This design comes from an exercise in tuning for small area on the open sky130 flow, not from production work.
The RTL was checked by simulation tests, not by an equivalence proof against the original design.
Power is estimated from default activity; no workload was simulated.

## lidar_scan_top
module lidar_scan_top (
    input  logic        clk,
    input  logic        TxD_reset,
    input  logic [7:0]  data,
    input  logic        take_data,
    output logic [15:0] min_angle,
    output logic [15:0] max_angle,
    output logic [15:0] obs_alert,
    output logic        result_valid
);
For scale: about 780 cells after synthesis, roughly 0.010 sq mm of cells after synthesis.
==> flow/config.mk <==
export PLATFORM = sky130hd
export DESIGN_NAME = lidar_scan_top
export DESIGN_NICKNAME = lidar_scan_top
export VERILOG_FILES = /design/flow/design.v
export SDC_FILE = /design/flow/constraint.sdc
export NUM_CORES = 4
export LEC_CHECK = 0
export CAP_MARGIN = 20
export CORE_MARGIN = 2
export CORE_UTILIZATION = 40
export SLEW_MARGIN = 20
==> flow/constraint.sdc <==
create_clock -name core_clock -period 8.0 [get_ports {clk}]
set_input_delay 1.6000 -clock core_clock [delete_from_list [all_inputs] [get_ports {clk}]]
set_output_delay 1.6000 -clock core_clock [all_outputs]
set_load 0.01 [all_outputs]
standard.sh (not shown) runs the stock make flow with config.mk's settings and CLKGATE_MAP_FILE= SYNTH_SCRIPT=/design/flow/synth_recipe.tcl, a recipe that flattens the netlist after the stock synthesis.
==> flow/flow/run.sh <==
#!/bin/bash
# Standard ORFS layout with smaller port buffers and a clock tree without dummy loads.
set -euo pipefail
cd "$(dirname "$0")/.."
export BUFFER_PORTS_ARGS="-buffer_cell sky130_fd_sc_hd__buf_1"
export CTS_ARGS="-sink_clustering_enable -repair_clock_nets -dont_use_dummy_load -buf_list sky130_fd_sc_hd__clkbuf_8 -sink_clustering_size 20 -sink_clustering_max_diameter 100"
bash standard.sh > standard_flow.log 2>&1
The first run went through all stages and came out clean.
Edit:
==> flow/flow/run.sh (replaced) <==
#!/bin/bash
# Standard ORFS layout with smaller port buffers and a clock tree without dummy loads.
set -euo pipefail
cd "$(dirname "$0")/.."
export BUFFER_PORTS_ARGS="-buffer_cell sky130_fd_sc_hd__buf_1"
export CTS_ARGS="-sink_clustering_enable -repair_clock_nets -dont_use_dummy_load -buf_list sky130_fd_sc_hd__clkbuf_8 -sink_clustering_size 20 -sink_clustering_max_diameter 60"
bash standard.sh > standard_flow.log 2>&1
Non-clock buffer count does not change.
Count of clock-buffer cells in the layout increases by 5.
Final area increases by 0.65%.
Edit:
==> flow/run.sh (new file) <==
#!/bin/bash
# synth_recipe.tcl (not shown) runs the flow's synth.tcl, then flattens the netlist and writes it again
# the make line also repeats each setting of config.mk as NAME=value (left out here)
make -C /OpenROAD-flow-scripts/flow DESIGN_CONFIG=/design/flow/config.mk WORK_HOME=/design/flow/orfs CLKGATE_MAP_FILE= SYNTH_SCRIPT=/design/flow/synth_recipe.tcl finish
Settings changed: CTS_BUF_LIST from default to sky130_fd_sc_hd__clkbuf_4, CTS_CLUSTER_SIZE from default to 10.
removed: flow/flow/run.sh
removed: flow/standard.sh
Result: Clock-buffer cell count is higher by 71; utilization is higher by 3.5 points; non-clock buffer count is unchanged; sequential power is about the same; cell area is higher by 8.1%; setup slack improved by 21 ps.
Edit:
==> flow/flow/run.sh (new file) <==
#!/bin/bash
# Standard ORFS layout with smaller port buffers and a clock tree without dummy loads.
set -euo pipefail
cd "$(dirname "$0")/.."
export BUFFER_PORTS_ARGS="-buffer_cell sky130_fd_sc_hd__buf_1"
export CTS_ARGS="-sink_clustering_enable -repair_clock_nets -dont_use_dummy_load -buf_list sky130_fd_sc_hd__clkbuf_8 -sink_clustering_size 16 -sink_clustering_max_diameter 80"
bash standard.sh > standard_flow.log 2>&1
==> flow/standard.sh (new file) <==
#!/bin/bash
# synth_recipe.tcl (not shown) runs the flow's synth.tcl, then flattens the netlist and writes it again
# the make line also repeats each setting of config.mk as NAME=value (left out here)
make -C /OpenROAD-flow-scripts/flow DESIGN_CONFIG=/design/flow/config.mk WORK_HOME=/design/flow/orfs CLKGATE_MAP_FILE= SYNTH_SCRIPT=/design/flow/synth_recipe.tcl "${@:-finish}"
Settings changed: CTS_BUF_LIST sky130_fd_sc_hd__clkbuf_4 to default, CTS_CLUSTER_SIZE 10 to default.
removed: flow/run.sh
- utilization decreases by 3.6 points
- clock skew came out higher by 21 ps
- routed wire length is lower by about 3.5%
- hold slack is worse by 6.4 ps
- worst setup slack is better by 9.0 ps
- sequential share of layout area rose by 4.0 points
- count of clock-buffer cells in the layout went down by 73
- die area stays the same
- flip-flop and latch count is unchanged
- cell area fell by about 8%

* * *

== cedar ==
The RTL this note starts from:
==> flow/design.v <==
package lidar_pkg;
    localparam logic [7:0] HEADER_FIRST  = 8'h55;
    localparam logic [7:0] HEADER_SECOND = 8'hAA;
    localparam logic [3:0] ST_HUNT1 = 4'd0;
    localparam logic [3:0] ST_HUNT2 = 4'd1;
    localparam logic [3:0] ST_COUNT = 4'd2;
    localparam logic [3:0] ST_S_LO  = 4'd3;
    localparam logic [3:0] ST_S_HI  = 4'd4;
    localparam logic [3:0] ST_E_LO  = 4'd5;
    localparam logic [3:0] ST_E_HI  = 4'd6;
    localparam logic [3:0] ST_D_LO  = 4'd7;
    localparam logic [3:0] ST_D_HI  = 4'd8;
endpackage
`timescale 1ns/1ns
module lidar_scan_top (
    input  logic        clk,
    input  logic        TxD_reset,
    input  logic [7:0]  data,
    input  logic        take_data,
    output logic [15:0] min_angle,
    output logic [15:0] max_angle,
    output logic [15:0] obs_alert,
    output logic        result_valid
);
    logic [3:0]  state;
    logic [7:0]  low_byte;
    logic [7:0]  count;        
    logic [7:0]  idx;          
    logic [15:0] start_angle;
    logic [15:0] span;
    logic        take;
    logic [15:0] word;
    logic [15:0] span_nx;
    logic [7:0]  idx_inc;
    logic        last;
    logic        at_count, at_s_hi, at_e_hi, at_d_hi;
    logic        count_ok;
    assign take     = take_data & ~TxD_reset;
    assign word     = {data, low_byte};
    rc_inc #(8) u_idx_inc (.a(idx), .ci(1'b1), .s(idx_inc), .co());
    assign last     = (idx_inc == count);
    assign at_count = (state == lidar_pkg::ST_COUNT);
    assign at_s_hi  = (state == lidar_pkg::ST_S_HI);
    assign at_e_hi  = (state == lidar_pkg::ST_E_HI);
    assign at_d_hi  = (state == lidar_pkg::ST_D_HI);
    assign count_ok = (data[7:1] != 7'd0);
    rc_add #(16) u_span (.a(word), .b(~start_angle), .ci(1'b1), .s(span_nx), .co());
    always_ff @(posedge clk) begin
        if (TxD_reset) begin
            state <= lidar_pkg::ST_HUNT1;
        end else if (take_data) begin
            case (state)
                lidar_pkg::ST_HUNT1:
                    if (data == lidar_pkg::HEADER_FIRST) state <= lidar_pkg::ST_HUNT2;
                lidar_pkg::ST_HUNT2:
                    if (data == lidar_pkg::HEADER_SECOND) state <= lidar_pkg::ST_COUNT;
                    else if (data != lidar_pkg::HEADER_FIRST) state <= lidar_pkg::ST_HUNT1;
                lidar_pkg::ST_COUNT:
                    state <= count_ok ? lidar_pkg::ST_S_LO : lidar_pkg::ST_HUNT1;
                lidar_pkg::ST_D_HI:
                    state <= last ? lidar_pkg::ST_HUNT1 : lidar_pkg::ST_D_LO;
                default:
                    state <= state + 4'd1;
            endcase
        end
    end
    always_ff @(posedge clk) begin
        if (take_data) begin
            low_byte <= data;
            if (at_count) count <= data;
            if (at_s_hi) start_angle <= word;
            if (at_e_hi) span <= span_nx;
            if (at_d_hi) idx <= idx_inc;
            else if (state != lidar_pkg::ST_D_LO) idx <= 8'd0;
        end
    end
    logic [15:0] min_dist, max_dist;
    logic [7:0]  min_idx, max_idx;
    logic [7:0]  min_idx_nx, max_idx_nx;
    logic        nonzero, first, upd_min, upd_max, sample;
    assign sample     = take & at_d_hi;
    assign nonzero    = (word != 16'd0);
    assign first      = (idx == 8'd0);
    logic        ge_min, le_max;
    rc_carry #(16) u_cmp_min (.a(word), .b(~min_dist), .ci(1'b1), .co(ge_min));
    rc_carry #(16) u_cmp_max (.a(max_dist), .b(~word), .ci(1'b1), .co(le_max));
    assign upd_min    = first | (nonzero & ~ge_min);
    assign upd_max    = first | (nonzero & ~le_max);
    assign min_idx_nx = upd_min ? idx : min_idx;
    assign max_idx_nx = upd_max ? idx : max_idx;
    always_ff @(posedge clk) begin
        if (sample) begin
            if (upd_min) begin
                min_dist <= word | {16{~nonzero}};
                min_idx  <= idx;
            end
            if (upd_max) begin
                max_dist <= word;
                max_idx  <= idx;
            end
        end
    end
    logic [1:0] pend;
    always_ff @(posedge clk) begin
        if (TxD_reset) begin
            pend      <= 2'b00;
            obs_alert <= 16'd0;
        end else begin
            if (pend == 2'b01) obs_alert <= 16'd0;
            else if (pend[1]) obs_alert <= {pend[0], obs_alert[15:1]};
            pend <= 2'b00;
            if (take & at_count & count_ok) pend <= 2'b01;
            else if (sample & nonzero & (idx[7:4] == 4'd0))
                pend <= {1'b1, (word[15:7] == 9'd0)};
        end
    end
    logic [47:0] w;
    logic [7:0]  divisor;
    logic [15:0] base;
    logic        busy;
    logic [5:0]  step;
    logic [5:0]  step_inc;
    logic        done_pkt;
    logic        m_mul, m_div, m_add;      
    logic        bit_a, bit_b;             
    logic        nxt_a, nxt_b;
    logic [16:0] lo_a;                     
    logic [7:0]  inc_a;                    
    logic [8:0]  dif_a;                    
    logic        fits;
    logic [16:0] lo_b;                     
    logic [6:0]  inc_b;
    logic        b16, cy16;
    assign done_pkt = sample & last;
    rc_inc #(6) u_step_inc (.a(step), .ci(1'b1), .s(step_inc), .co());
    assign nxt_a = done_pkt ? max_idx_nx[6] : (step_inc[5:3] == 3'd0) & max_idx[~step_inc[2:0]];
    assign nxt_b = done_pkt ? min_idx_nx[6] : (step_inc[5:3] == 3'd0) & min_idx[~step_inc[2:0]];
    rc_add #(16) u_lo_a (.a({w[38:24], 1'b0}), .b(bit_a ? span : 16'd0), .ci(1'b0),
                         .s(lo_a[15:0]), .co(lo_a[16]));
    rc_inc #(8) u_inc_a (.a(w[46:39]), .ci(1'b1), .s(inc_a), .co());
    rc_add #(8) u_dif_a (.a(w[46:39]), .b(~divisor), .ci(1'b1), .s(dif_a[7:0]), .co(dif_a[8]));
    assign fits  = m_div & (w[47] | dif_a[8]);
    rc_add #(16) u_lo_b (.a({w[14:0], 1'b0}),
                         .b((bit_b ? span : 16'd0) | (m_add ? {base[14:0], 1'b0} : 16'd0)),
                         .ci(1'b0), .s(lo_b[15:0]), .co(lo_b[16]));
    rc_inc #(7) u_inc_b (.a(w[22:16]), .ci(1'b1), .s(inc_b), .co());
    assign b16  = w[15] ^ (m_add & base[15]) ^ lo_b[16];
    assign cy16 = ~m_add & w[15] & lo_b[16];
    always_ff @(posedge clk) begin
        w[47:41] <= fits ? dif_a[7:1] : lo_a[16] ? inc_a[7:1] : w[46:40];
        w[23:17] <= cy16 ? inc_b : w[22:16];
        bit_a    <= nxt_a;
        bit_b    <= nxt_b;
        m_mul    <= done_pkt | (step_inc[5:3] == 3'd0);
        m_div    <= ~done_pkt & ((step_inc[5:3] == 3'd1) | (step_inc[5:3] == 3'd2) |
                                 (step_inc[5:3] == 3'd4) | (step_inc[5:3] == 3'd5));
        m_add    <= ~done_pkt & ((step_inc == 6'd24) | (step_inc == 6'd48));
        if (done_pkt) begin
            w[40]    <= 1'b0;
            w[39:24] <= max_idx_nx[7] ? span : 16'd0;
            w[16]    <= 1'b0;
            w[15:0]  <= min_idx_nx[7] ? span : 16'd0;
            divisor  <= idx;
            base     <= start_angle;
            step     <= 6'd1;
        end else begin
            w[40]    <= fits ? dif_a[0] : lo_a[16] ? inc_a[0] : w[39];
            w[39:24] <= {lo_a[15:1], lo_a[0] | (~m_mul & w[23])};
            w[16]    <= b16;
            w[15:0]  <= {lo_b[15:1], lo_b[0] | fits};
            step     <= step_inc;
        end
    end
    always_ff @(posedge clk) begin
        if (TxD_reset) begin
            busy         <= 1'b0;
            result_valid <= 1'b0;
        end else begin
            result_valid <= busy & (step == 6'd48);
            if (done_pkt) busy <= 1'b1;
            else if (step == 6'd48) busy <= 1'b0;
        end
    end
    assign max_angle = w[40:25];
    assign min_angle = w[16:1];
endmodule
module rc_add #(parameter int W = 8) (
    input  logic [W-1:0] a,
    input  logic [W-1:0] b,
    input  logic         ci,
    output logic [W-1:0] s,
    output logic         co
);
    logic [W:0] c;
    assign c[0] = ci;
    for (genvar i = 0; i < W; i++) begin : g_bit
        assign s[i]   = a[i] ^ b[i] ^ c[i];
        assign c[i+1] = (a[i] & b[i]) | (c[i] & (a[i] ^ b[i]));
    end
    assign co = c[W];
endmodule
module rc_carry #(parameter int W = 8) (
    input  logic [W-1:0] a,
    input  logic [W-1:0] b,
    input  logic         ci,
    output logic         co
);
    logic [W:0] c;
    assign c[0] = ci;
    for (genvar i = 0; i < W; i++) begin : g_bit
        assign c[i+1] = (a[i] & b[i]) | (c[i] & (a[i] | b[i]));
    end
    assign co = c[W];
endmodule
module rc_inc #(parameter int W = 8) (
    input  logic [W-1:0] a,
    input  logic         ci,
    output logic [W-1:0] s,
    output logic         co
);
    logic [W:0] c;
    assign c[0] = ci;
    for (genvar i = 0; i < W; i++) begin : g_bit
        assign s[i]   = a[i] ^ c[i];
        assign c[i+1] = a[i] & c[i];
    end
    assign co = c[W];
endmodule
export LEC_CHECK = 0
export CAP_MARGIN = 20
export CORE_MARGIN = 2
export CORE_UTILIZATION = 40
export SLEW_MARGIN = 20
create_clock -name core_clock -period 8.0 [get_ports {clk}]
==> flow/flow/run.sh <==
#!/bin/bash
set -euo pipefail
cd "$(dirname "$0")/.."
WORK=$PWD
export AREA_ABC_SCRIPT=$WORK/flow/area.abc
export BUFFER_PORTS_ARGS="-buffer_cell sky130_fd_sc_hd__buf_1"
export CTS_ARGS="-sink_clustering_enable -repair_clock_nets -dont_use_dummy_load -buf_list sky130_fd_sc_hd__clkbuf_8 -sink_clustering_size 16 -sink_clustering_max_diameter 80"
sed "s#$WORK/synth_recipe.tcl#$WORK/flow/synth_area.tcl#g" standard.sh > area_standard.sh
grep -q "flow/synth_area.tcl" area_standard.sh
bash area_standard.sh > standard_flow.log 2>&1
==> flow/flow/area.abc <==
strash
&get -n
&deepsyn -T 20
&put
dch -f
map -a
topo
==> flow/flow/synth_area.tcl <==
proc synth {args} { yosys synth -nofsm -noshare {*}$args }
proc abc {args} {
  set i [lsearch -exact $args -script]
  if {$i >= 0} { set args [lreplace $args [expr {$i + 1}] [expr {$i + 1}] $::env(AREA_ABC_SCRIPT)] }
  yosys abc {*}$args
}
source $::env(SCRIPTS_DIR)/synth.tcl
# left out here: clear keep_hierarchy, flatten, clean up, hide names made inside functions, write 1_2_yosys.v
cedar finished end to end and its layout was clean on timing, DRC and antenna.
[inputs] zinc vs cedar
==> flow/run.sh (new file) <==
#!/bin/bash
# synth_recipe.tcl (not shown) runs the flow's synth.tcl, then flattens the netlist and writes it again
# the make line also repeats each setting of config.mk as NAME=value (left out here)
make -C /OpenROAD-flow-scripts/flow DESIGN_CONFIG=/design/flow/config.mk WORK_HOME=/design/flow/orfs CLKGATE_MAP_FILE= SYNTH_SCRIPT=/design/flow/synth_recipe.tcl finish
removed: flow/flow/run.sh
removed: flow/flow/area.abc
removed: flow/flow/synth_area.tcl
removed: flow/standard.sh
Notes after the runs:
Cmp cedar and zinc / met2 wirelength from detailed routing / higher: zinc
zinc against cedar: number of nets in the finished design -5.0%; xor and xnor fraction of the mapped netlist area climbed 0.56 points; utilization moved up.
[compare] base=cedar new=zinc: die area +1200 µm², post-route standard cell area excluding fillers +13%.
Compared with cedar, zinc shows CTS buffer count higher by 7.
When the final numbers for cedar and zinc were put side by side, the worst slew margin relative to its limit turned out to be greater in cedar.
Modified inputs, willow compared to zinc
- putting CTS_BUF_LIST at sky130_fd_sc_hd__clkbuf_8 where nothing was set
- putting CTS_CLUSTER_SIZE at 20 where nothing was set
Results
Between zinc and willow, transition time at the pin with the least slew margin is higher for willow, zinc comes in under that.
Power consumed by the clock network on willow is ahead of zinc.
Going from zinc to willow, fraction of the mapped netlist area in simple logic gates closely matched the old numbers; peak clock frequency supported by timing held steady.
diff inputs: willow => fjord
- swapping sky130_fd_sc_hd__clkbuf_8 for sky130_fd_sc_hd__clkbuf_4 sky130_fd_sc_hd__clkbuf_8 in CTS_BUF_LIST
- swapping 20 for 16 in CTS_CLUSTER_SIZE
==> run notes <==
- Share of total power in the clock network in fjord vs willow: up 1.9 points
- The count of clock-buffer cells in the layout in fjord sits 23 above the value recorded for willow.
- Between fjord and willow, the difference in global-route usage is negligible.
- Compared with willow, fjord shows a design internal power that is 88 µW higher.
- fjord vs willow — total power per unit cell area rose 2.0%.
- Share of the final layout cell area in sequential cells | fjord below willow
- Between fjord and willow, the final wirelength is lower for fjord.
- Looking only at hold slack, and setting everything else aside, the higher value of fjord and willow goes to willow.
- On number of global-route vias before repair: between fjord and willow, it ends up higher for willow.
- Comparing fjord and willow, the lower final instance area was measured on willow.

-- afterwards: timing with drivers on the ports --
Ports are ideal in the flow. The routed layouts listed here were re-timed in OpenROAD.
Step 1 assumes that a clkbuf_16 drives the clock port and a buf_2 every other input.
Step 2 also shifts input and output timing later by t, the mid clock arrival at the registers, as if the neighbouring blocks saw the same clock.
Three values: no drivers, after step 1, after step 2; two values: the first two.
| run | t (ns) | slack for setup (ns) | worst setup path after step 2 | worst register clock-pin slew, ns | worst data-port slew with drivers (ns) |
|---|---|---|---|---|---|
| the first run of note 1 | 0.522 | 0.352 / 0.352 / 0.352 | register to register | 0.12 / 0.12 | 0.03 |
| the second run of note 1 | 0.543 | 0.330 / 0.329 / 0.329 | register to register | 0.12 / 0.12 | 0.03 |
| the third run of note 1 | 0.690 | 0.350 / 0.350 / 0.350 | register to register | 0.07 / 0.07 | 0.03 |
| the fourth run of note 1 | 0.514 | 0.359 / 0.359 / 0.359 | register to register | 0.11 / 0.11 | 0.03 |
| cedar | 0.528 | 0.388 / 0.388 / 0.388 | register to register | 0.10 / 0.10 | 0.04 |
| zinc | 0.545 | 0.394 / 0.394 / 0.394 | register to register | 0.06 / 0.06 | 0.03 |
| willow | 0.548 | 0.397 / 0.397 / 0.397 | register to register | 0.06 / 0.06 | 0.03 |
| fjord | 0.550 | 0.389 / 0.389 / 0.389 | register to register | 0.06 / 0.06 | 0.03 |
After both steps every run listed still meets setup and hold. For the second run of note 1, which loses most, drivers alone change the setup slack by -0.001 ns; drivers and shift together by -0.001 ns.
